Source: an optimization exercise on an open RTL-to-GDS flow (aim: small area and a short achievable clock period). Production flows keep margins and buffers that such runs may drop.
Function was checked by simulation only, so behaviour that the tests miss may differ from the original.
The clock port is modelled as an ideal driver; clocking choices that lean on that would not hold on a real chip.

==> flow/design.v (outline; a module is shown in full before it is edited, if it fits) <==
// module tnn_hidden_layer: 1904 lines
// module tnn_fa: 10 lines
// module tnn_ha: 9 lines
// module tnn_output_layer: 348 lines
// module tnn_argmax_narrow: 19 lines
// module tnn_argmax_pick: 19 lines
// module tnn_classifier: 41 lines
module tnn_classifier (
    input  logic                                         clk,
    input  logic                                         rst_n,
    input  tnn_pkg::feature_t [tnn_pkg::FEAT_CNT-1:0]    features,
    input  logic                                         features_valid,
    output logic [tnn_pkg::CLASS_BITS-1:0]               prediction,
    output logic                                         prediction_valid
);
  // ...
==> flow/flow/run.sh <==
#!/bin/bash
# Own layout flow: the standard flow (standard.sh, standard synthesis
# unchanged) with two changes:
#  - ports are buffered with buf_1 cells instead of the default choice;
#  - after clock-tree synthesis, post_cts.tcl delays the clock of the h_q,
#    a_q and m_q registers: useful skew between internal pipeline stages
#    only (the input register x_q and the output registers keep the tree's
#    clock).
# make's full output goes to flow_make.log here; ORFS keeps each step's log
# under orfs/logs.
set -euo pipefail
here=$(pwd)
export BUFFER_PORTS_ARGS="-buffer_cell sky130_fd_sc_hd__buf_1"
export POST_CTS_TCL="$here/flow/post_cts.tcl"
bash standard.sh > "$here/flow_make.log" 2>&1
==> flow/flow/post_cts.tcl <==
# Sourced by ORFS's cts.tcl after clock-tree synthesis (POST_CTS_TCL).
# Useful skew between internal pipeline stages only: the registers h_q, a_q
# and m_q (neither fed by input ports nor feeding output ports) get their
# clock later through delay cells; x_q and the output registers keep the
# tree's clock. The delay cells' strengths are then picked to balance the
# register-to-register stages; hold slack down to -0.5 ns is left to the
# hold repair after global routing, which pads the short paths.
source [file join [file dirname [info script]] skew.tcl]

set_propagated_clock [all_clocks]
set dly sky130_fd_sc_hd__clkdlybuf4s25_1
my_skew_group "h_q*" root 2 $dly sky130_fd_sc_hd__clkbuf_8 8
my_skew_group "a_q*" root 2 $dly sky130_fd_sc_hd__clkbuf_8 8
my_skew_group "m_q*" leaf 1 $dly sky130_fd_sc_hd__clkbuf_4 8
my_skew_cleanup
my_skew_tune2 {h_q* a_q* m_q*} prediction* \
  {sky130_fd_sc_hd__clkdlybuf4s15_1 sky130_fd_sc_hd__clkdlybuf4s18_1 sky130_fd_sc_hd__clkdlybuf4s18_2 sky130_fd_sc_hd__clkdlybuf4s25_1 sky130_fd_sc_hd__clkdlybuf4s25_2 sky130_fd_sc_hd__clkdlybuf4s50_1} \
  -0.5
detailed_placement
==> flow/flow/skew.tcl <==
# Useful skew between internal pipeline stages, applied after clock-tree
# synthesis. A group of registers (all of them internal: neither fed by an
# input port nor feeding an output port) is moved off the tree's leaf nets:
#  - root tap: one chain of delay cells on the tree's root net, then one leaf
#    buffer per cluster of nearby registers;
#  - leaf tap: per cluster, a chain fed from the leaf net of its first
#    register, then its leaf buffer.
# The chains' delay cells all have one footprint, so my_skew_tune can
# swap their strengths to balance the register-to-register stages.

set ::my_skew_slots [dict create]

proc my_skew_pin_inst {p} { return [[sta::sta_to_db_pin $p] getInst] }

# driver instance of the net a pin is on
proc my_skew_driver {p} { return [[[[sta::sta_to_db_pin $p] getNet] getFirstOutput] getInst] }

proc my_skew_group {pattern tap nslots dlycell leafcell maxsinks} {
  set block [ord::get_db_block]
  set dbu [$block getDbUnitsPerMicron]
  set pins [get_pins $pattern/CLK]
  set n [llength $pins]
  if {$n == 0} { return }
  set tag [string map {* {} ? {} [ {} ] {}} $pattern]
  set pts {}
  foreach p $pins {
    set loc [[my_skew_pin_inst $p] getLocation]
    lappend pts [list $p [expr {double([lindex $loc 0]) / $dbu}] [expr {double([lindex $loc 1]) / $dbu}]]
  }
  # clusters of nearby registers (k-means on placement)
  set k [expr {($n + $maxsinks - 1) / $maxsinks}]
  set pts [lsort -real -index 1 $pts]
  set cx {}; set cy {}
  for {set c 0} {$c < $k} {incr c} {
    set q [lindex $pts [expr {int(($c + 0.5) * $n / $k)}]]
    lappend cx [lindex $q 1]; lappend cy [lindex $q 2]
  }
  for {set iter 0} {$iter < 20} {incr iter} {
    set members [lrepeat $k {}]
    foreach q $pts {
      set best 0; set bd 1e18
      for {set c 0} {$c < $k} {incr c} {
        set d [expr {pow([lindex $q 1] - [lindex $cx $c], 2) + pow([lindex $q 2] - [lindex $cy $c], 2)}]
        if {$d < $bd} { set bd $d; set best $c }
      }
      lset members $best [concat [lindex $members $best] [list $q]]
    }
    for {set c 0} {$c < $k} {incr c} {
      set m [lindex $members $c]
      if {[llength $m] == 0} continue
      set ax 0; set ay 0
      foreach q $m { set ax [expr {$ax + [lindex $q 1]}]; set ay [expr {$ay + [lindex $q 2]}] }
      lset cx $c [expr {$ax / [llength $m]}]; lset cy $c [expr {$ay / [llength $m]}]
    }
  }
  set gx 0; set gy 0
  foreach q $pts { set gx [expr {$gx + [lindex $q 1]}]; set gy [expr {$gy + [lindex $q 2]}] }
  set gx [expr {$gx / $n}]; set gy [expr {$gy / $n}]
  set root ""
  if {$tap eq "root"} {
    # the root net: input of the leaf buffer that drives the first register
    set leafbuf [my_skew_driver [lindex $pins 0]]
    foreach it [$leafbuf getITerms] { if {[$it isInputSignal]} { set root [[$it getNet] getName] } }
    set src $root
    for {set s 0} {$s < $nslots} {incr s} {
      if {$s == 0} {
        insert_buffer -buffer_cell $dlycell -net [get_nets $src] -load_pins $pins -load_pins_on_diff_nets -location [list $gx $gy] -buffer_name "skew_${tag}_d$s" -net_name "skew_${tag}_d${s}_net"
      } else {
        insert_buffer -buffer_cell $dlycell -net [get_nets $src] -load_pins $pins -location [list $gx $gy] -buffer_name "skew_${tag}_d$s" -net_name "skew_${tag}_d${s}_net"
      }
      dict lappend ::my_skew_slots "$tag:$s" [my_skew_driver [lindex $pins 0]]
      set src [[[sta::sta_to_db_pin [lindex $pins 0]] getNet] getName]
    }
  }
  set nc 0
  for {set c 0} {$c < $k} {incr c} {
    set m [lindex $members $c]
    if {[llength $m] == 0} continue
    incr nc
    set cp {}
    foreach q $m { lappend cp [lindex $q 0] }
    set loc [list [lindex $cx $c] [lindex $cy $c]]
    if {$tap eq "root"} {
      set src $root
      if {$nslots > 0} { set src [[[sta::sta_to_db_pin [lindex $pins 0]] getNet] getName] }
    } else {
      set src [[[sta::sta_to_db_pin [lindex $cp 0]] getNet] getName]
      for {set s 0} {$s < $nslots} {incr s} {
        insert_buffer -buffer_cell $dlycell -net [get_nets $src] -load_pins $cp -load_pins_on_diff_nets -location $loc -buffer_name "skew_${tag}_c${c}_d$s" -net_name "skew_${tag}_c${c}_d${s}_net"
        dict lappend ::my_skew_slots "$tag:$s" [my_skew_driver [lindex $cp 0]]
        set src [[[sta::sta_to_db_pin [lindex $cp 0]] getNet] getName]
      }
    }
    insert_buffer -buffer_cell $leafcell -net [get_nets $src] -load_pins $cp -load_pins_on_diff_nets -location $loc -buffer_name "skew_${tag}_c${c}_leaf" -net_name "skew_${tag}_c${c}_leaf_net"
  }
  puts "skew: $pattern: $n registers, $tap tap, $nslots delay cells, $nc clusters with $leafcell"
}

# Leaf clock buffers left without loads are removed.
proc my_skew_cleanup {} {
  set block [ord::get_db_block]
  foreach inst [$block getInsts] {
    if {![string match "clkbuf_*" [$inst getName]]} continue
    set out ""
    foreach it [$inst getITerms] { if {[$it isOutputSignal]} { set out [$it getNet] } }
    if {$out eq "" || $out eq "NULL"} continue
    if {[llength [$out getITerms]] == 1 && [llength [$out getBTerms]] == 0} {
      puts "skew: removing unloaded clock buffer [$inst getName]"
      odb::dbInst_destroy $inst
      odb::dbNet_destroy $out
    }
  }
}

proc my_skew_worst {pattern} {
  set w 1e9; set h 1e9
  foreach p [get_pins $pattern/D] {
    set s [get_property $p slack_max]; if {$s < $w} { set w $s }
    set s [get_property $p slack_min]; if {$s < $h} { set h $s }
  }
  return [list $w $h]
}

proc my_skew_eval {ends holdgroups} {
  estimate_parasitics -placement
  set v 1e9
  foreach e $ends { set v [expr {min($v, [lindex [my_skew_worst $e] 0])}] }
  set hv 1e9
  foreach g $holdgroups { set hv [expr {min($hv, [lindex [my_skew_worst $g] 1])}] }
  return [list $v $hv]
}

# Coordinate descent over the delay-cell slots: each slot's cells take the
# strength that gives the best worst setup slack over ends, with hold slack
# on the delayed groups at least holdmin.
proc my_skew_tune {ends holdgroups masters holdmin rounds} {
  set db [ord::get_db]
  set cur [dict create]
  dict for {slot insts} $::my_skew_slots { dict set cur $slot [[[lindex $insts 0] getMaster] getName] }
  set r [my_skew_eval $ends $holdgroups]
  puts "skew tune: start: setup [format %.3f [lindex $r 0]] hold [format %.3f [lindex $r 1]]"
  for {set round 0} {$round < $rounds} {incr round} {
    dict for {slot insts} $::my_skew_slots {
      set bestm [dict get $cur $slot]; set bestv -1e9; set besth -1e9
      foreach m $masters {
        set mm [$db findMaster $m]
        foreach inst $insts { $inst swapMaster $mm }
        set r [my_skew_eval $ends $holdgroups]
        set ok [expr {[lindex $r 1] >= $holdmin}]
        # feasible beats infeasible; then better setup; infeasible: better hold
        set sv [expr {round([lindex $r 0] * 200) / 200.0}]
        if {($ok && ($besth < $holdmin || $sv > $bestv || ($sv == $bestv && [lindex $r 1] > $besth))) || (!$ok && $besth < $holdmin && [lindex $r 1] > $besth)} {
          set bestm $m; set bestv $sv; set besth [lindex $r 1]
        }
      }
      set mm [$db findMaster $bestm]
      foreach inst $insts { $inst swapMaster $mm }
      dict set cur $slot $bestm
      puts "skew tune: round $round slot $slot: $bestm (setup [format %.3f $bestv], hold [format %.3f $besth])"
    }
  }
  set r [my_skew_eval $ends $holdgroups]
  puts "skew tune: end: setup [format %.3f [lindex $r 0]] hold [format %.3f [lindex $r 1]]"
}

proc my_skew_latency {pattern} {
  set s 0.0; set n 0
  foreach p [get_pins $pattern/CLK] { set s [expr {$s + [get_property $p arrival_max_rise]}]; incr n }
  return [expr {$s / $n}]
}

proc my_skew_combos {lists} {
  set combos {{}}
  foreach l $lists {
    set nc {}
    foreach c $combos { foreach m $l { lappend nc [concat $c [list $m]] } }
    set combos $nc
  }
  return $combos
}

# Chain of register groups g1..gn (launch side x, capture side y):
# stage i ends at group i, the last stage ends at the endpoint pattern last.
# Each group's latency is measured for every setting of its delay slots;
# stage periods and hold slacks then follow the latency changes, and the
# setting with the smallest worst stage period (hold slack at least
# holdmin) is applied.
proc my_skew_tune2 {groups last masters holdmin} {
  set db [ord::get_db]
  estimate_parasitics -placement
  set P0 {}; set H0 {}; set L0 {}
  foreach g $groups {
    set r [my_skew_worst $g]
    lappend P0 [expr {22.0 - [lindex $r 0]}]
    lappend H0 [lindex $r 1]
    lappend L0 [my_skew_latency $g]
  }
  set PL [expr {22.0 - [lindex [my_skew_worst $last] 0]}]
  puts "skew tune: base periods [join $P0 { }] last $PL holds [join $H0 { }]"
  # per group: settings and their latency change
  set opts {}
  foreach g $groups L $L0 {
    set tag [string map {* {} ? {} [ {} ] {}} $g]
    set slots {}
    set s 0
    while {[dict exists $::my_skew_slots "$tag:$s"]} { lappend slots [dict get $::my_skew_slots "$tag:$s"]; incr s }
    set base {}
    foreach sl $slots { lappend base [[[lindex $sl 0] getMaster] getName] }
    set ml {}
    foreach sl $slots { lappend ml $masters }
    set gl {}
    foreach c [my_skew_combos $ml] {
      foreach sl $slots m $c { set mm [$db findMaster $m]; foreach inst $sl { $inst swapMaster $mm } }
      estimate_parasitics -placement
      lappend gl [list $c [expr {[my_skew_latency $g] - $L}]]
    }
    foreach sl $slots m $base { set mm [$db findMaster $m]; foreach inst $sl { $inst swapMaster $mm } }
    lappend opts [list $slots $gl]
  }
  # search all settings with the latency model
  set n [llength $groups]
  set lists {}
  foreach o $opts { lappend lists [lindex $o 1] }
  set best ""; set bestv 1e9
  foreach combo [my_skew_combos $lists] {
    set ok 1; set worst 0.0; set prev 0.0
    for {set i 0} {$i < $n} {incr i} {
      set d [lindex [lindex $combo $i] 1]
      set p [expr {[lindex $P0 $i] + $prev - $d}]
      set h [expr {[lindex $H0 $i] + $prev - $d}]
      if {$h < $holdmin} { set ok 0; break }
      set worst [expr {max($worst, $p)}]
      set prev $d
    }
    if {!$ok} continue
    set worst [expr {max($worst, $PL + $prev)}]
    if {$worst < $bestv - 1e-6} { set bestv $worst; set best $combo }
  }
  if {$best eq ""} { puts "skew tune: no setting keeps hold slack above $holdmin; keeping the base"; return }
  foreach o $opts b $best {
    foreach sl [lindex $o 0] m [lindex $b 0] { set mm [$db findMaster $m]; foreach inst $sl { $inst swapMaster $mm } }
  }
  estimate_parasitics -placement
  set got {}
  foreach g $groups { lappend got [format %.3f [expr {22.0 - [lindex [my_skew_worst $g] 0]}]] }
  puts "skew tune: picked [join $best { | }]: model worst period [format %.3f $bestv], measured stage periods [join $got { }] last [format %.3f [expr {22.0 - [lindex [my_skew_worst $last] 0]}]]"
}
==> flow/standard.sh <==
#!/bin/bash
# synth_recipe.tcl (not shown) runs the flow's synth.tcl, then flattens the netlist and writes it again
# the make line also repeats each setting of config.mk as NAME=value (left out here)
make -C /OpenROAD-flow-scripts/flow DESIGN_CONFIG=/design/flow/config.mk WORK_HOME=/design/flow/orfs CLKGATE_MAP_FILE= SYNTH_SCRIPT=/design/flow/synth_recipe.tcl "${@:-finish}"
==> flow/config.mk <==
export PLATFORM = sky130hd
export DESIGN_NAME = tnn_classifier
export DESIGN_NICKNAME = tnn_classifier
export VERILOG_FILES = /design/flow/design.v
export SDC_FILE = /design/flow/constraint.sdc
export NUM_CORES = 4
export LEC_CHECK = 0
export CAP_MARGIN = 20
export CORE_MARGIN = 2
export CORE_UTILIZATION = 65
export HOLD_SLACK_MARGIN = 0.05
export PLACE_DENSITY = 0.75
export SLEW_MARGIN = 20
export SYNTH_HIERARCHICAL = 1
==> flow/constraint.sdc <==
create_clock -name core_clock -period 22.0 [get_ports {clk}]
set_input_delay 4.4000 -clock core_clock [delete_from_list [all_inputs] [get_ports {clk}]]
set_output_delay 4.4000 -clock core_clock [all_outputs]
set_load 0.01 [all_outputs]
==> metrics.cfg, run 1 <==
[synthesis]
syn-num-nets=2746

[critical_path]
worstPathMaxFanout=1
path_delay_family=flip-flops
startpoint=prediction_valid$_DFF_PN0_
cp_slowest_cell=dfrtp_1
cp-start-kind=flip-flop

[hold_path]
hp-class=reg -> reg

[floorplan]
ios=72
start_util_pct=66.0
num_rows=70

[clock_tree]
cts_num_sinks=172

[cells_and_area]
seqCellArea_um2=3470
finalNonFillerCells=2383

[routing]
routed.top_layer=met5
ant_nets=0
routed_wl_mm=80.6
routedWlPerCell_um=33.8

[global_routing]
met3_usage_pct=25.2
overflow=0
busiest_layer=met1
grt_max_degree=18

[timing]
rsz0062_at_grt=no
hold_viol_final=0
relSlewSlack_pct=27.9

[run_status]
status=complete, no violations

[placement]
routabilityCongestion=1.11

==> module tnn_argmax_narrow, before the edit <==
module tnn_argmax_narrow (
    input  logic [49:0] a,
    output logic [9:0]  alive
);
    logic [9:0] bitv [5];        
    logic [9:0] al [6];          
    for (genvar c = 0; c < 10; c++) begin : g_bits
        for (genvar k = 0; k < 5; k++) begin : g_k
            assign bitv[k][c] = a[5*c + k];
        end
    end
    assign al[5] = '1;
    for (genvar k = 4; k >= 0; k--) begin : g_elim
        logic any;
        assign any   = |(al[k+1] & bitv[k]);
        assign al[k] = al[k+1] & (bitv[k] | {10{~any}});
    end
    assign alive = al[0];
endmodule
==> run 2: changes to the inputs <==
--- a/flow/design.v
+++ b/flow/design.v
@@ -2401,20 +2401,27 @@
     output logic [9:0]  alive
 );
     logic [9:0] bitv [5];        
-    logic [9:0] al [6];          
+    logic [9:0] al [5];          
     for (genvar c = 0; c < 10; c++) begin : g_bits
         for (genvar k = 0; k < 5; k++) begin : g_k
             assign bitv[k][c] = a[5*c + k];
         end
     end
-    assign al[5] = '1;
-    for (genvar k = 4; k >= 0; k--) begin : g_elim
-        logic any;
-        assign any   = |(al[k+1] & bitv[k]);
-        assign al[k] = al[k+1] & (bitv[k] | {10{~any}});
+    assign al[4] = bitv[4] | {10{~|bitv[4]}};
+    for (genvar k = 3; k >= 0; k--) begin : g_elim
+        tnn_argmax_step u_step (.alive(al[k+1]), .bits(bitv[k]), .left(al[k]));
     end
     assign alive = al[0];
 endmodule
+module tnn_argmax_step (
+    input  logic [9:0] alive,
+    input  logic [9:0] bits,
+    output logic [9:0] left
+);
+    logic any;
+    assign any  = |(alive & bits);
+    assign left = alive & (bits | {10{~any}});
+endmodule
 module tnn_argmax_pick (
     input  logic [9:0] alive,
     output logic [3:0] idx
==> flow/flow/post_cts.tcl (replaced) <==
# Sourced by ORFS's cts.tcl after clock-tree synthesis (POST_CTS_TCL).
# Useful skew between internal pipeline stages only: the registers h_q, a_q
# and m_q (neither fed by input ports nor feeding output ports) get their
# clock later through delay cells; x_q and the output registers keep the
# tree's clock. h_q is split in two groups by timing windows, so registers
# at the ends of the longest paths can take more delay than those at the
# ends of short ones (hold). Leaf buffers left with few registers are
# downsized. The delay cells' strengths are then picked to balance the
# register-to-register stages, keeping hold slack above a small negative
# margin that the hold repair after global routing pads. The stage
# estimates get a margin for what routing adds to them.
source [file join [file dirname [info script]] skew.tcl]

set_propagated_clock [all_clocks]
set dly sky130_fd_sc_hd__clkdlybuf4s25_1
set split [my_skew_split2 "h_q*" 0.3 -0.25]
my_skew_group_pins he [lindex $split 0] root 2 $dly sky130_fd_sc_hd__clkbuf_8 8
my_skew_group_pins hl [lindex $split 1] root 3 $dly sky130_fd_sc_hd__clkbuf_8 8
my_skew_group "a_q*" root 2 $dly sky130_fd_sc_hd__clkbuf_8 8
my_skew_group "m_q*" leaf 1 $dly sky130_fd_sc_hd__clkbuf_4 8
my_skew_cleanup
my_clk_leaf_resize prediction* 0.09
my_skew_tune3 {hl he a_q m_q} {{} {} {hl he} {a_q}} prediction* {m_q} \
  {sky130_fd_sc_hd__clkbuf_1 sky130_fd_sc_hd__clkbuf_2 sky130_fd_sc_hd__clkdlybuf4s15_1 sky130_fd_sc_hd__clkdlybuf4s18_1 sky130_fd_sc_hd__clkdlybuf4s18_2 sky130_fd_sc_hd__clkdlybuf4s25_1 sky130_fd_sc_hd__clkdlybuf4s25_2 sky130_fd_sc_hd__clkdlybuf4s50_1} \
  -0.25 {0.3 0.3 0.0 0.2}
detailed_placement
--- a/flow/flow/skew.tcl
+++ b/flow/flow/skew.tcl
@@ -9,6 +9,7 @@
 # swap their strengths to balance the register-to-register stages.
 
 set ::my_skew_slots [dict create]
+set ::my_skew_pins [dict create]
 
 proc my_skew_pin_inst {p} { return [[sta::sta_to_db_pin $p] getInst] }
 
@@ -16,12 +17,16 @@
 proc my_skew_driver {p} { return [[[[sta::sta_to_db_pin $p] getNet] getFirstOutput] getInst] }
 
 proc my_skew_group {pattern tap nslots dlycell leafcell maxsinks} {
+  my_skew_group_pins [string map {* {} ? {} [ {} ] {}} $pattern] [get_pins $pattern/CLK] $tap $nslots $dlycell $leafcell $maxsinks
+}
+
+proc my_skew_group_pins {tag pins tap nslots dlycell leafcell maxsinks} {
   set block [ord::get_db_block]
   set dbu [$block getDbUnitsPerMicron]
-  set pins [get_pins $pattern/CLK]
   set n [llength $pins]
   if {$n == 0} { return }
-  set tag [string map {* {} ? {} [ {} ] {}} $pattern]
+  set pattern $tag
+  dict set ::my_skew_pins $tag $pins
   set pts {}
   foreach p $pins {
     set loc [[my_skew_pin_inst $p] getLocation]
@@ -71,6 +76,7 @@
       dict lappend ::my_skew_slots "$tag:$s" [my_skew_driver [lindex $pins 0]]
       set src [[[sta::sta_to_db_pin [lindex $pins 0]] getNet] getName]
     }
+    set chainnet $src
   }
   set nc 0
   for {set c 0} {$c < $k} {incr c} {
@@ -81,8 +87,7 @@
     foreach q $m { lappend cp [lindex $q 0] }
     set loc [list [lindex $cx $c] [lindex $cy $c]]
     if {$tap eq "root"} {
-      set src $root
-      if {$nslots > 0} { set src [[[sta::sta_to_db_pin [lindex $pins 0]] getNet] getName] }
+      set src $chainnet
     } else {
       set src [[[sta::sta_to_db_pin [lindex $cp 0]] getNet] getName]
       for {set s 0} {$s < $nslots} {incr s} {
@@ -185,17 +190,23 @@
 # stage periods and hold slacks then follow the latency changes, and the
 # setting with the smallest worst stage period (hold slack at least
 # holdmin) is applied.
-proc my_skew_tune2 {groups last masters holdmin} {
+proc my_skew_tune2 {groups last masters holdmin {bias {}}} {
   set db [ord::get_db]
   estimate_parasitics -placement
   set P0 {}; set H0 {}; set L0 {}
-  foreach g $groups {
+  foreach g $groups b [lrange [concat $bias [lrepeat [llength $groups] 0.0]] 0 [expr {[llength $groups] - 1}]] {
     set r [my_skew_worst $g]
-    lappend P0 [expr {22.0 - [lindex $r 0]}]
+    lappend P0 [expr {22.0 - [lindex $r 0] + $b}]
     lappend H0 [lindex $r 1]
     lappend L0 [my_skew_latency $g]
   }
   set PL [expr {22.0 - [lindex [my_skew_worst $last] 0]}]
+  # below the output ports' own period a stage gains nothing
+  set floor 0.0
+  foreach port [get_ports -quiet *] {
+    if {[get_property $port direction] ne "output"} continue
+    set floor [expr {max($floor, 22.0 - [get_property $port slack_max])}]
+  }
   puts "skew tune: base periods [join $P0 { }] last $PL holds [join $H0 { }]"
   # per group: settings and their latency change
   set opts {}
@@ -221,20 +232,21 @@
   set n [llength $groups]
   set lists {}
   foreach o $opts { lappend lists [lindex $o 1] }
-  set best ""; set bestv 1e9
+  set best ""; set bestv 1e9; set besth -1e9
   foreach combo [my_skew_combos $lists] {
-    set ok 1; set worst 0.0; set prev 0.0
+    set ok 1; set worst 0.0; set prev 0.0; set hmin 1e9
     for {set i 0} {$i < $n} {incr i} {
       set d [lindex [lindex $combo $i] 1]
       set p [expr {[lindex $P0 $i] + $prev - $d}]
       set h [expr {[lindex $H0 $i] + $prev - $d}]
       if {$h < $holdmin} { set ok 0; break }
+      set hmin [expr {min($hmin, $h)}]
       set worst [expr {max($worst, $p)}]
       set prev $d
     }
     if {!$ok} continue
-    set worst [expr {max($worst, $PL + $prev)}]
-    if {$worst < $bestv - 1e-6} { set bestv $worst; set best $combo }
+    set worst [expr {max($worst, $PL + $prev, $floor)}]
+    if {$worst < $bestv - 1e-6 || ($worst < $bestv + 1e-6 && $hmin > $besth)} { set bestv $worst; set best $combo; set besth $hmin }
   }
   if {$best eq ""} { puts "skew tune: no setting keeps hold slack above $holdmin; keeping the base"; return }
   foreach o $opts b $best {
@@ -243,5 +255,238 @@
   estimate_parasitics -placement
   set got {}
   foreach g $groups { lappend got [format %.3f [expr {22.0 - [lindex [my_skew_worst $g] 0]}]] }
-  puts "skew tune: picked [join $best { | }]: model worst period [format %.3f $bestv], measured stage periods [join $got { }] last [format %.3f [expr {22.0 - [lindex [my_skew_worst $last] 0]}]]"
+  puts "skew tune: picked [join $best { | }]: model worst period [format %.3f $bestv] (output ports [format %.3f $floor]), hold [format %.3f $besth], measured stage periods [join $got { }] last [format %.3f [expr {22.0 - [lindex [my_skew_worst $last] 0]}]]"
+}
+
+# The buffers on the output ports take the strength that gives the best
+# worst slack at the output ports.
+proc my_port_out_tune {masters} {
+  set db [ord::get_db]
+  set insts {}
+  foreach port [get_ports -quiet *] {
+    if {[get_property $port direction] ne "output"} continue
+    set net [[sta::sta_to_db_port $port] getNet]
+    set drv [$net getFirstOutput]
+    if {$drv eq "NULL"} continue
+    lappend insts [$drv getInst]
+  }
+  set best ""; set bestv -1e9
+  foreach m $masters {
+    set mm [$db findMaster $m]
+    foreach inst $insts { $inst swapMaster $mm }
+    estimate_parasitics -placement
+    set v 1e9
+    foreach port [get_ports -quiet *] {
+      if {[get_property $port direction] ne "output"} continue
+      set s [get_property $port slack_max]
+      if {$s < $v} { set v $s }
+    }
+    puts "port tune: $m: worst output slack [format %.3f $v]"
+    if {$v > $bestv + 0.005} { set bestv $v; set best $m }
+  }
+  set mm [$db findMaster $best]
+  foreach inst $insts { $inst swapMaster $mm }
+  puts "port tune: output buffers [llength $insts] x $best"
+}
+
+# The tree's leaf buffers keep fewer registers once groups have moved off
+# them: each takes a smaller clock buffer for the loads it has left, except
+# the ones that clock the output registers (pattern keep).
+proc my_clk_leaf_resize {keep maxslew} {
+  set db [ord::get_db]
+  foreach inst [[ord::get_db_block] getInsts] {
+    set name [$inst getName]
+    if {![string match "clkbuf_*" $name] || $name eq "clkbuf_0_clk"} continue
+    set out ""
+    foreach it [$inst getITerms] { if {[$it isOutputSignal]} { set out [$it getNet] } }
+    if {$out eq "" || $out eq "NULL"} continue
+    set skip 0; set pins {}
+    foreach it [$out getITerms] {
+      if {[$it isOutputSignal]} continue
+      if {[string match $keep [[$it getInst] getName]]} { set skip 1 }
+      lappend pins [get_pins "[[$it getInst] getName]/[[$it getMTerm] getName]"]
+    }
+    if {$skip} continue
+    set orig [[$inst getMaster] getName]
+    set done 0
+    foreach m {sky130_fd_sc_hd__clkbuf_2 sky130_fd_sc_hd__clkbuf_4 sky130_fd_sc_hd__clkbuf_8} {
+      if {$m eq $orig} break
+      $inst swapMaster [$db findMaster $m]
+      estimate_parasitics -placement
+      set w 0
+      foreach p $pins { set w [expr {max($w, [get_property $p slew_max])}] }
+      if {$w <= $maxslew} {
+        puts "clk leaf: $name ([llength $pins] loads) $orig -> $m, slew [format %.3f $w]"
+        set done 1
+        break
+      }
+    }
+    if {!$done} { $inst swapMaster [$db findMaster $orig] }
+  }
+}
+
+
+# D pins of the registers whose clock pins are given
+proc my_skew_dpins {clkpins} {
+  set l {}
+  foreach p $clkpins { lappend l [get_pins [string map {/CLK /D} [get_full_name $p]]] }
+  return $l
+}
+
+proc my_skew_worst_pins {pins} {
+  set w 1e9; set h 1e9
+  foreach p $pins {
+    set s [get_property $p slack_max]; if {$s < $w} { set w $s }
+    set s [get_property $p slack_min]; if {$s < $h} { set h $s }
+  }
+  return [list $w $h]
+}
+
+proc my_skew_latency_pins {pins} {
+  set s 0.0; set n 0
+  foreach p $pins { set s [expr {$s + [get_property $p arrival_max_rise]}]; incr n }
+  return [expr {$s / $n}]
+}
+
+# Splits the registers of pattern by the setup slack at their D pins: the
+# fraction frac with the least slack is returned first.
+proc my_skew_split {pattern frac} {
+  estimate_parasitics -placement
+  set l {}
+  foreach p [get_pins $pattern/CLK] {
+    set d [get_pins [string map {/CLK /D} [get_full_name $p]]]
+    lappend l [list $p [get_property $d slack_max]]
+  }
+  set l [lsort -real -index 1 $l]
+  set k [expr {int(ceil($frac * [llength $l]))}]
+  set a {}; set b {}
+  set i 0
+  foreach x $l { if {$i < $k} { lappend a [lindex $x 0] } else { lappend b [lindex $x 0] }; incr i }
+  return [list $a $b]
+}
+
+# Groups (tags from my_skew_group*) each capture one stage; preds gives,
+# per group, the groups that launch into it ({} = registers with the tree's
+# clock). Each group's latency is measured for every setting of its delay
+# slots (kept to distinct latencies); the stage periods and hold slacks then
+# follow the latency changes (a stage launched by several groups shifts by
+# the largest change for setup and the smallest for hold), and the setting
+# with the smallest worst period, hold slack at least holdmin, is applied.
+proc my_skew_tune3 {groups preds last lastpreds masters holdmin bias} {
+  set db [ord::get_db]
+  estimate_parasitics -placement
+  set floor 0.0
+  foreach port [get_ports -quiet *] {
+    if {[get_property $port direction] ne "output"} continue
+    set floor [expr {max($floor, 22.0 - [get_property $port slack_max])}]
+  }
+  set P0 {}; set H0 {}; set L0 {}
+  foreach g $groups b $bias {
+    set clk [dict get $::my_skew_pins $g]
+    set r [my_skew_worst_pins [my_skew_dpins $clk]]
+    lappend P0 [expr {22.0 - [lindex $r 0] + $b}]
+    lappend H0 [lindex $r 1]
+    lappend L0 [my_skew_latency_pins $clk]
+  }
+  set PL [expr {22.0 - [lindex [my_skew_worst $last] 0]}]
+  puts "skew tune: base periods [join $P0 { }] last $PL holds [join $H0 { }] output ports $floor"
+  set opts {}
+  foreach g $groups L $L0 {
+    set clk [dict get $::my_skew_pins $g]
+    set slots {}
+    set s 0
+    while {[dict exists $::my_skew_slots "$g:$s"]} { lappend slots [dict get $::my_skew_slots "$g:$s"]; incr s }
+    set base {}
+    foreach sl $slots { lappend base [[[lindex $sl 0] getMaster] getName] }
+    set ml {}
+    foreach sl $slots { lappend ml $masters }
+    set gl {}
+    foreach c [my_skew_combos $ml] {
+      foreach sl $slots m $c { set mm [$db findMaster $m]; foreach inst $sl { $inst swapMaster $mm } }
+      estimate_parasitics -placement
+      lappend gl [list $c [expr {[my_skew_latency_pins $clk] - $L}]]
+    }
+    foreach sl $slots m $base { set mm [$db findMaster $m]; foreach inst $sl { $inst swapMaster $mm } }
+    # one setting per 20 ps of latency
+    set gl [lsort -real -index 1 $gl]
+    set kept {}; set lastd -1e9
+    foreach x $gl { if {[lindex $x 1] > $lastd + 0.02} { lappend kept $x; set lastd [lindex $x 1] } }
+    lappend opts [list $slots $kept]
+    puts "skew tune: $g: [llength $gl] settings, [llength $kept] latency levels from [format %.3f [lindex [lindex $kept 0] 1]] to [format %.3f [lindex [lindex $kept end] 1]]"
+  }
+  set n [llength $groups]
+  set idx [dict create]
+  for {set i 0} {$i < $n} {incr i} { dict set idx [lindex $groups $i] $i }
+  set lists {}
+  foreach o $opts { lappend lists [lindex $o 1] }
+  set best ""; set bestv 1e9; set besth -1e9
+  foreach combo [my_skew_combos $lists] {
+    set ok 1; set worst $floor; set hmin 1e9
+    set ds {}
+    foreach c $combo { lappend ds [lindex $c 1] }
+    for {set i 0} {$i < $n} {incr i} {
+      set up 0.0; set dn 0.0; set first 1
+      foreach pg [lindex $preds $i] {
+        set pd [lindex $ds [dict get $idx $pg]]
+        if {$first} { set up $pd; set dn $pd; set first 0 } else { set up [expr {max($up, $pd)}]; set dn [expr {min($dn, $pd)}] }
+      }
+      set d [lindex $ds $i]
+      set h [expr {[lindex $H0 $i] + $dn - $d}]
+      if {$h < $holdmin} { set ok 0; break }
+      set hmin [expr {min($hmin, $h)}]
+      set worst [expr {max($worst, [lindex $P0 $i] + $up - $d)}]
+    }
+    if {!$ok} continue
+    foreach pg $lastpreds { set worst [expr {max($worst, $PL + [lindex $ds [dict get $idx $pg]])}] }
+    if {$worst < $bestv - 1e-6 || ($worst < $bestv + 1e-6 && $hmin > $besth)} { set bestv $worst; set best $combo; set besth $hmin }
+  }
+  if {$best eq ""} { puts "skew tune: no setting keeps hold slack above $holdmin; keeping the base"; return }
+  foreach o $opts b $best {
+    foreach sl [lindex $o 0] m [lindex $b 0] { set mm [$db findMaster $m]; foreach inst $sl { $inst swapMaster $mm } }
+  }
+  estimate_parasitics -placement
+  set got {}
+  foreach g $groups { lappend got [format %.3f [expr {22.0 - [lindex [my_skew_worst_pins [my_skew_dpins [dict get $::my_skew_pins $g]]] 0]}]] }
+  puts "skew tune: picked [join $best { | }]: model worst period [format %.3f $bestv], hold [format %.3f $besth], measured stage periods [join $got { }] last [format %.3f [expr {22.0 - [lindex [my_skew_worst $last] 0]}]]"
+}
+
+proc my_skew_split2 {pattern bias holdmin} {
+  estimate_parasitics -placement
+  set iv {}
+  foreach p [get_pins $pattern/CLK] {
+    set d [get_pins [string map {/CLK /D} [get_full_name $p]]]
+    lappend iv [list $p [expr {22.0 - [get_property $d slack_max] + $bias}] [expr {[get_property $d slack_min] - $holdmin}]]
+  }
+  set lo 3.0; set hi 9.0
+  for {set it 0} {$it < 30} {incr it} {
+    set T [expr {($lo + $hi) / 2}]
+    if {[llength [my_skew_stab $iv $T]] <= 2} { set hi $T } else { set lo $T }
+  }
+  set pts [my_skew_stab $iv $hi]
+  set a {}; set b {}
+  foreach x $iv {
+    set l [expr {[lindex $x 1] - $hi}]
+    if {$l <= [lindex $pts 0] + 1e-9 && [lindex $x 2] >= [lindex $pts 0] - 1e-9} { lappend a [lindex $x 0] } else { lappend b [lindex $x 0] }
+  }
+  puts "skew split: $pattern: target [format %.3f $hi], delays [join $pts { }], [llength $a] + [llength $b] registers"
+  return [list $a $b]
+}
+
+# points stabbing intervals [period - T, room]; an empty interval counts as
+# needing 99 points
+proc my_skew_stab {iv T} {
+  set l {}
+  foreach x $iv {
+    set lo [expr {[lindex $x 1] - $T}]
+    set hi [lindex $x 2]
+    if {$lo > $hi} { return [lrepeat 99 0] }
+    lappend l [list $lo $hi]
+  }
+  set l [lsort -real -index 1 $l]
+  set pts {}
+  set cur -1e9
+  foreach x $l {
+    if {[lindex $x 0] > $cur} { set cur [lindex $x 1]; lappend pts $cur }
+  }
+  return $pts
 }
==> run 2 against run 1 <==
  * Clock skew decreased by 0.0014 ns
  * Final cell count increased by 0.97%
  * Area after synthesis decreased by 0.53%
  * Critical endpoint is now h_q[2]$_DFF_P_
==> metrics.cfg, run 2 <==
[timing]
relSlewSlack_pct=27.8  ; -0.030 points
rsz0062_at_grt=no
clock.fmax_mhz=170
slew_viol_final=0
setup_tns_ns=0
fin_crit_sh_pct=26.8
fin_crit_ns=5.89
setup_viol=0
worst-slew-pin-transition_ns=1.08
final.setup_skew_ns=1.52
hold_viol_final=0  ; unchanged

[synthesis]
synthCells=1853
syn-num-nets=2755  ; +0.33%
synth_area_per_cell_um2=13.0
yosys_warnings=13
synth.cell_area_um2=24000

[cells_and_area]
final_common_cell=fa_1
multi_input_area_um2=18800
seqCellArea_um2=3470  ; unchanged
mostFrequentLayoutCells=708 x fa_1, 341 x inv_1, 167 x dfxtp_1, 127 x ha_1, 71 x buf_1
largest_register_ffs=64
finalNonFillerCells=2406  ; +0.97%
fill_cells=2601
num-nets-final=2824
reg_top3=x_q (64), a_q (50), h_q (39)
drive_gt1_share_pct=5.58
syn2layout_area_growth_pct=4.94
top_register=x_q

[critical_path]
slowest_delay_ns=1.08
crit_required_ns=23.82
cp-end-kind=flip-flop
r2r_cells=16
rrSetupSlack_ns=16.11
arrival_ns=7.71
cp_slowest_cell=fa_1
worstPathMaxFanout=7  ; +6
crit_type=reg -> reg
cp_common_cell=fa_1
r2r-end=h_q[2]$_DFF_P_
path_cells=ha_1 > fa_1 > fa_1 > fa_1 > fa_1 > fa_1 > inv_1 > fa_1 > fa_1 > fa_1 > o211ai_1 > nor3_1 > dlygate4sd3_1 > a21oi_1 > dlygate4sd3_1 > xnor2_1
r2r_start=x_q[60]$_DFF_P_
cp-start-kind=flip-flop

[floorplan]
ios=72  ; unchanged
coreArea_um2=36500
chipWidth_um=196
dieArea_um2=38500
start_util_pct=65.8  ; -0.19 points
num_rows=70  ; unchanged
die_h_um=196

[clock_tree]
insertion_delay_ns=1.92
cts_num_sinks=172  ; unchanged
clk_pin_slew_ns=0.09
cts_tree=yes

[routing]
drt_iter0_markers=2005
drc=0
routedWlPerCell_um=34.3  ; +1.5%
avgViaCountPerCell=6.40
ant_nets=0  ; unchanged
firstDrtPassIters=9
routed_wl_mm=82.6  ; +2.5%
vias=15400

[run_status]
status=complete, no violations

[hold_path]
hold_path_end=h_q[13]$_DFF_P_
min_path_cells=3
hp-class=reg -> reg
holdCritStartpoint=x_q[31]$_DFF_P_

[placement]
routabilityCongestion=1.08  ; -2.5%
dp.cells=2338
post-dp-hpwl_mm=71.9
port_buffers=71

[global_routing]
grt_pass1_wl_mm=120
overflow=0  ; unchanged
grt_max_degree=20  ; +2
antenna_found_initial=4
grt_usage_pct=48.3
grt_pass1_vias=16900

[run]
max-cap-violations=0

-- run 2: layout make-up, clock buffers not listed --
cell class	instances	share of cell area (%)
clock inverter	12	0.367
sequential	172	13.7
timing repair buffer	95	1.86
antenna	4	0.0397
inverter	341	5.07
multi-input combinational	1271	74.4
tap	468	2.32
-- run 2: worst max-delay path by stage --
stage | startpoint | to | cells after the start
after floorplan | x_q[48]$_DFF_P_ | h_q[30]$_DFF_P_ | 16
after global placement | x_q[48]$_DFF_P_ | h_q[30]$_DFF_P_ | 15
after detailed placement | x_q[48]$_DFF_P_ | h_q[30]$_DFF_P_ | 15
after global routing | x_q[60]$_DFF_P_ | h_q[2]$_DFF_P_ | 16
final | x_q[60]$_DFF_P_ | h_q[2]$_DFF_P_ | 16
-- run 2: metal layers --
| layer | up-vias | global-route usage [%] | part of all wire [%] |
|---|---|---|---|
| li1 | 5888 | - | - |
| met1 | 8030 | 64.3 | 37 |
| met2 | 1238 | 63.5 | 40 |
| met3 | 232 | 28.5 | 17 |
| met4 | 4 | 21.6 | 5.0 |
| met5 | - | 2.17 | 0.098 |
-- run 2: stage by stage --
| step | setup WS (ns) | instance area, µm² | utilization (%) | hold WS [ns] |
|---|---|---|---|---|
| 2_1_floorplan | 15.88 | 24000 | - | 0.331 |
| 3_3_place_gp | 15.45 | 24500 | 67.0 | 0.341 |
| 3_5_place_dp | 15.40 | 24500 | 67.0 | 0.337 |
| 5_1_grt | 16.02 | 25200 | 69.1 | 0.0752 |
| 6_report | 16.11 | 25200 | 69.1 | 0.0322 |
-- run 2: critical path, delay by kind of cell (launching register included) --
kind                     cells  cell delay (ns)
AO/OA/AOI/OAI                2             0.17
adder cells (fa/ha/maj)      9             5.07
flip-flops                   1             0.42
buffers and inverters        3             1.24
XOR/XNOR                     1             0.13
AND/OR/NAND/NOR              1             0.25
==> run 3: changes to the inputs <==
==> flow/flow/post_cts.tcl (replaced) <==
# Sourced by ORFS's cts.tcl after clock-tree synthesis (POST_CTS_TCL).
# Useful skew between internal pipeline stages only: the registers h_q, a_q
# and m_q (neither fed by input ports nor feeding output ports) get their
# clock later through delay cells; x_q and the output registers keep the
# tree's clock. h_q is split in two groups by setup slack, so the registers
# at the ends of the longest paths can take more delay than those at the
# ends of short ones (hold). Leaf buffers left with few registers are
# downsized. The delay cells' strengths are then picked to balance the
# register-to-register stages, keeping hold slack above a small negative
# margin that the hold repair after global routing pads. The stage
# estimates get a margin for what routing adds to them.
source [file join [file dirname [info script]] skew.tcl]

set_propagated_clock [all_clocks]
set dly sky130_fd_sc_hd__clkdlybuf4s25_1
set split [my_skew_split2 "h_q*" 0.3 -0.1]
my_skew_group_pins he [lindex $split 0] root 2 $dly sky130_fd_sc_hd__clkbuf_8 8
my_skew_group_pins hl [lindex $split 1] root 4 $dly sky130_fd_sc_hd__clkbuf_8 8
my_skew_group "a_q*" root 2 $dly sky130_fd_sc_hd__clkbuf_8 8
my_skew_group "m_q*" leaf 1 $dly sky130_fd_sc_hd__clkbuf_4 8
my_skew_cleanup
# the late group has more delay cells, each with fewer strengths to try
set my_skew_masters(hl) {sky130_fd_sc_hd__clkbuf_2 sky130_fd_sc_hd__clkdlybuf4s15_1 sky130_fd_sc_hd__clkdlybuf4s25_1 sky130_fd_sc_hd__clkdlybuf4s50_1}
my_clk_leaf_resize prediction* 0.09
my_skew_tune3 {hl he a_q m_q} {{} {} {hl he} {a_q}} prediction* {m_q} \
  {sky130_fd_sc_hd__clkbuf_1 sky130_fd_sc_hd__clkbuf_2 sky130_fd_sc_hd__clkdlybuf4s15_1 sky130_fd_sc_hd__clkdlybuf4s18_1 sky130_fd_sc_hd__clkdlybuf4s18_2 sky130_fd_sc_hd__clkdlybuf4s25_1 sky130_fd_sc_hd__clkdlybuf4s25_2 sky130_fd_sc_hd__clkdlybuf4s50_1} \
  -0.1 {0.3 0.3 0.0 0.2}
detailed_placement
--- a/flow/flow/skew.tcl
+++ b/flow/flow/skew.tcl
@@ -399,7 +399,9 @@
     set base {}
     foreach sl $slots { lappend base [[[lindex $sl 0] getMaster] getName] }
     set ml {}
-    foreach sl $slots { lappend ml $masters }
+    set gm $masters
+    if {[info exists ::my_skew_masters($g)]} { set gm $::my_skew_masters($g) }
+    foreach sl $slots { lappend ml $gm }
     set gl {}
     foreach c [my_skew_combos $ml] {
       foreach sl $slots m $c { set mm [$db findMaster $m]; foreach inst $sl { $inst swapMaster $mm } }
==> run 3 against run 2 <==
  * Still clean on timing, DRC and antenna
  * Via count up 0.42%
  * Sequential share of layout area barely moved
  * Critical path depth stayed put
  * Global-route usage increased by 0.13 points
  * First-iteration DRC count increased by 3.8%
  * Flip-flop and latch count stayed put
  * Final cell count decreased by 0.12%
  * Area after synthesis is the same
  * Fmax is 1.7% lower
  * Utilization is 0.089 points lower
  * Wire length rose by 0.35%
  * Critical path type unchanged
  * Largest cell class unchanged
  * Highest routed layer unchanged
==> metrics.cfg, run 3 <==
[cells_and_area]
largest_register_ffs=64  ; unchanged
drive_gt1_share_pct=5.59  ; about the same
final_common_cell=fa_1
top_register=x_q
seqCellArea_um2=3470  ; unchanged
fill_cells=2604  ; +0.12%
multi_input_area_um2=18800  ; unchanged
num-nets-final=2823  ; -0.035%
syn2layout_area_growth_pct=4.80
postLayoutCoreUtil_pct=69.0  ; -0.089 points
reg_top3=x_q (64), a_q (50), h_q (39)
mostFrequentLayoutCells=708 x fa_1, 341 x inv_1, 167 x dfxtp_1, 127 x ha_1, 71 x buf_1

[critical_path]
cp-start-kind=flip-flop
slowest_delay_ns=1.09  ; about the same
cp-end-kind=flip-flop
arrival_ns=7.80  ; +0.09 ns
cp_slowest_cell=fa_1
cp_common_cell=fa_1
crit_required_ns=23.80  ; -0.02 ns
worstPathMaxFanout=7  ; unchanged
r2r_cells=16  ; unchanged
path_cells=ha_1 > fa_1 > fa_1 > fa_1 > fa_1 > fa_1 > inv_1 > fa_1 > fa_1 > fa_1 > o211ai_1 > nor3_1 > dlygate4sd3_1 > a21oi_1 > dlygate4sd3_1 > xnor2_1
rrSetupSlack_ns=16.01  ; -0.10 ns
crit_type=reg -> reg

[timing]
setup_ws_ns=16.01  ; -0.100 ns
setup_tns_ns=0  ; unchanged
relSlewSlack_pct=29.1  ; +1.3 points
hold_viol_final=0  ; unchanged
final.setup_skew_ns=1.50  ; -0.0211 ns
fin_crit_sh_pct=27.2  ; +0.46 points
setup_viol=0  ; unchanged
clock.fmax_mhz=167  ; -1.7%
worst-slew-pin-transition_ns=1.06  ; -0.0193 ns
fin_crit_ns=5.99  ; +0.100 ns
slew_viol_final=0  ; unchanged
rsz0062_at_grt=no

[global_routing]
antenna_found_initial=3  ; -1
grt_pass1_vias=16900  ; -0.095%
grt_max_degree=20  ; unchanged
grt_usage_pct=48.4  ; +0.13 points
grt_pass1_wl_mm=120  ; +0.17%
overflow=0  ; unchanged

[placement]
post-dp-hpwl_mm=71.9  ; unchanged
routabilityCongestion=1.08  ; unchanged
port_buffers=71  ; unchanged
pre_cts_ws_ns=15.40  ; unchanged

[synthesis]
yosys_warnings=13  ; unchanged
synth.cell_area_um2=24000  ; unchanged
synthCells=1853  ; unchanged
synth_area_per_cell_um2=13.0  ; unchanged
syn-num-nets=2755  ; unchanged

[floorplan]
die_h_um=196  ; unchanged
start_util_pct=65.8  ; unchanged
chipWidth_um=196  ; unchanged
ios=72  ; unchanged
num_rows=70  ; unchanged
dieArea_um2=38500  ; unchanged
coreArea_um2=36500  ; unchanged

[run_status]
status=complete, no violations

[clock_tree]
cts_num_sinks=172  ; unchanged
cts_tree=yes
clk_pin_slew_ns=0.10  ; about the same
insertion_delay_ns=1.91  ; about the same

[routing]
drc=0  ; unchanged
firstDrtPassIters=9  ; unchanged
routedWlPerCell_um=34.5  ; +0.48%
drt_iter0_markers=2082  ; +3.8%
routed_wl_mm=82.9  ; +0.35%
ant_nets=0  ; unchanged
avgViaCountPerCell=6.43  ; +0.54%
vias=15500  ; +0.42%

[hold_path]
min_path_cells=5  ; +2
hp-class=reg -> reg

[run]
max-cap-violations=0  ; unchanged

## run 3: through the flow
stage,area [µm²],instances,hold WS [ns]
6_report,25200,2403,0.0488
3_3_place_gp,24500,2338,0.341
5_1_grt,25200,2402,0.0611
2_1_floorplan,24000,1853,0.331
3_5_place_dp,24500,2338,0.337
## run 3: final timing paths
check / from / to
max reg2reg: x_q[60]$_DFF_P_ / h_q[2]$_DFF_P_
min: x_q[23]$_DFF_P_ / h_q[19]$_DFF_P_
max: x_q[60]$_DFF_P_ / h_q[2]$_DFF_P_
min in group asynchronous: rst_n / prediction_valid$_DFF_PN0_
max in group asynchronous: rst_n / v0_q$_DFF_PN0_
min reg2reg: x_q[23]$_DFF_P_ / h_q[19]$_DFF_P_
## run 3: area by class of cell, clock buffers not listed
class	count	area share, %
inverter	341	5.08
timing repair buffer	93	1.78
tap	468	2.32
sequential	172	13.8
multi-input combinational	1271	74.5
antenna	2	0.0199
clock inverter	12	0.367
## run 3: layer usage
layer / global-route usage, % / wire [µm]
met4: 22.4 / 4400
met1: 64.7 / 30300
met5: 6.00 / 433
met3: 27.6 / 14500
met2: 63.5 / 33300
## run 3: worst max-delay path, delay by kind of cell, from the launching register on
| kind | cells | cell delay, ns |
|---|---|---|
| XOR/XNOR | 1 | 0.14 |
| flip-flops | 1 | 0.43 |
| adder cells (fa/ha/maj) | 9 | 5.11 |
| AO/OA/AOI/OAI | 2 | 0.16 |
| buffers and inverters | 3 | 1.25 |
| AND/OR/NAND/NOR | 1 | 0.29 |

-- what the ideal ports hide --
The results above use ideal ports. As a check the final layouts listed here were re-extracted and re-timed, cells and wires unchanged. Step 1 sets driving cells, clkbuf_16 on the clock port and buf_2 on the other inputs (assumed; they add their load-dependent delay and slew). Step 2, shift: input delay + t, output delay - t, t = (earliest + latest rising clock arrival at the registers) / 2. This alone moves slack from input paths to output paths. Slacks: no drivers / after step 1 / after step 2; pairs: no drivers / after step 1.
run	t (ns)	setup slack, ns	worst hold slack (ns)	latest minus earliest clock arrival (ns)	worst register clock-pin slew, ns
run 1	1.256	16.657 / 16.602 / 16.611	0.070 / 0.070 / 0.070	1.520 / 1.519	0.10 / 0.10
run 2	1.245	16.107 / 16.107 / 16.107	0.032 / 0.032 / 0.032	1.568 / 1.568	0.09 / 0.09
run 3	1.217	16.007 / 16.007 / 16.007	0.049 / 0.049 / 0.049	1.497 / 1.496	0.10 / 0.10
Clock arrivals are far apart in every run listed, so t is only a midpoint there and step 2 fits no single register. The setup slack of run 1, which loses most, moves by -0.055 ns with the drivers and by -0.046 ns with both steps.
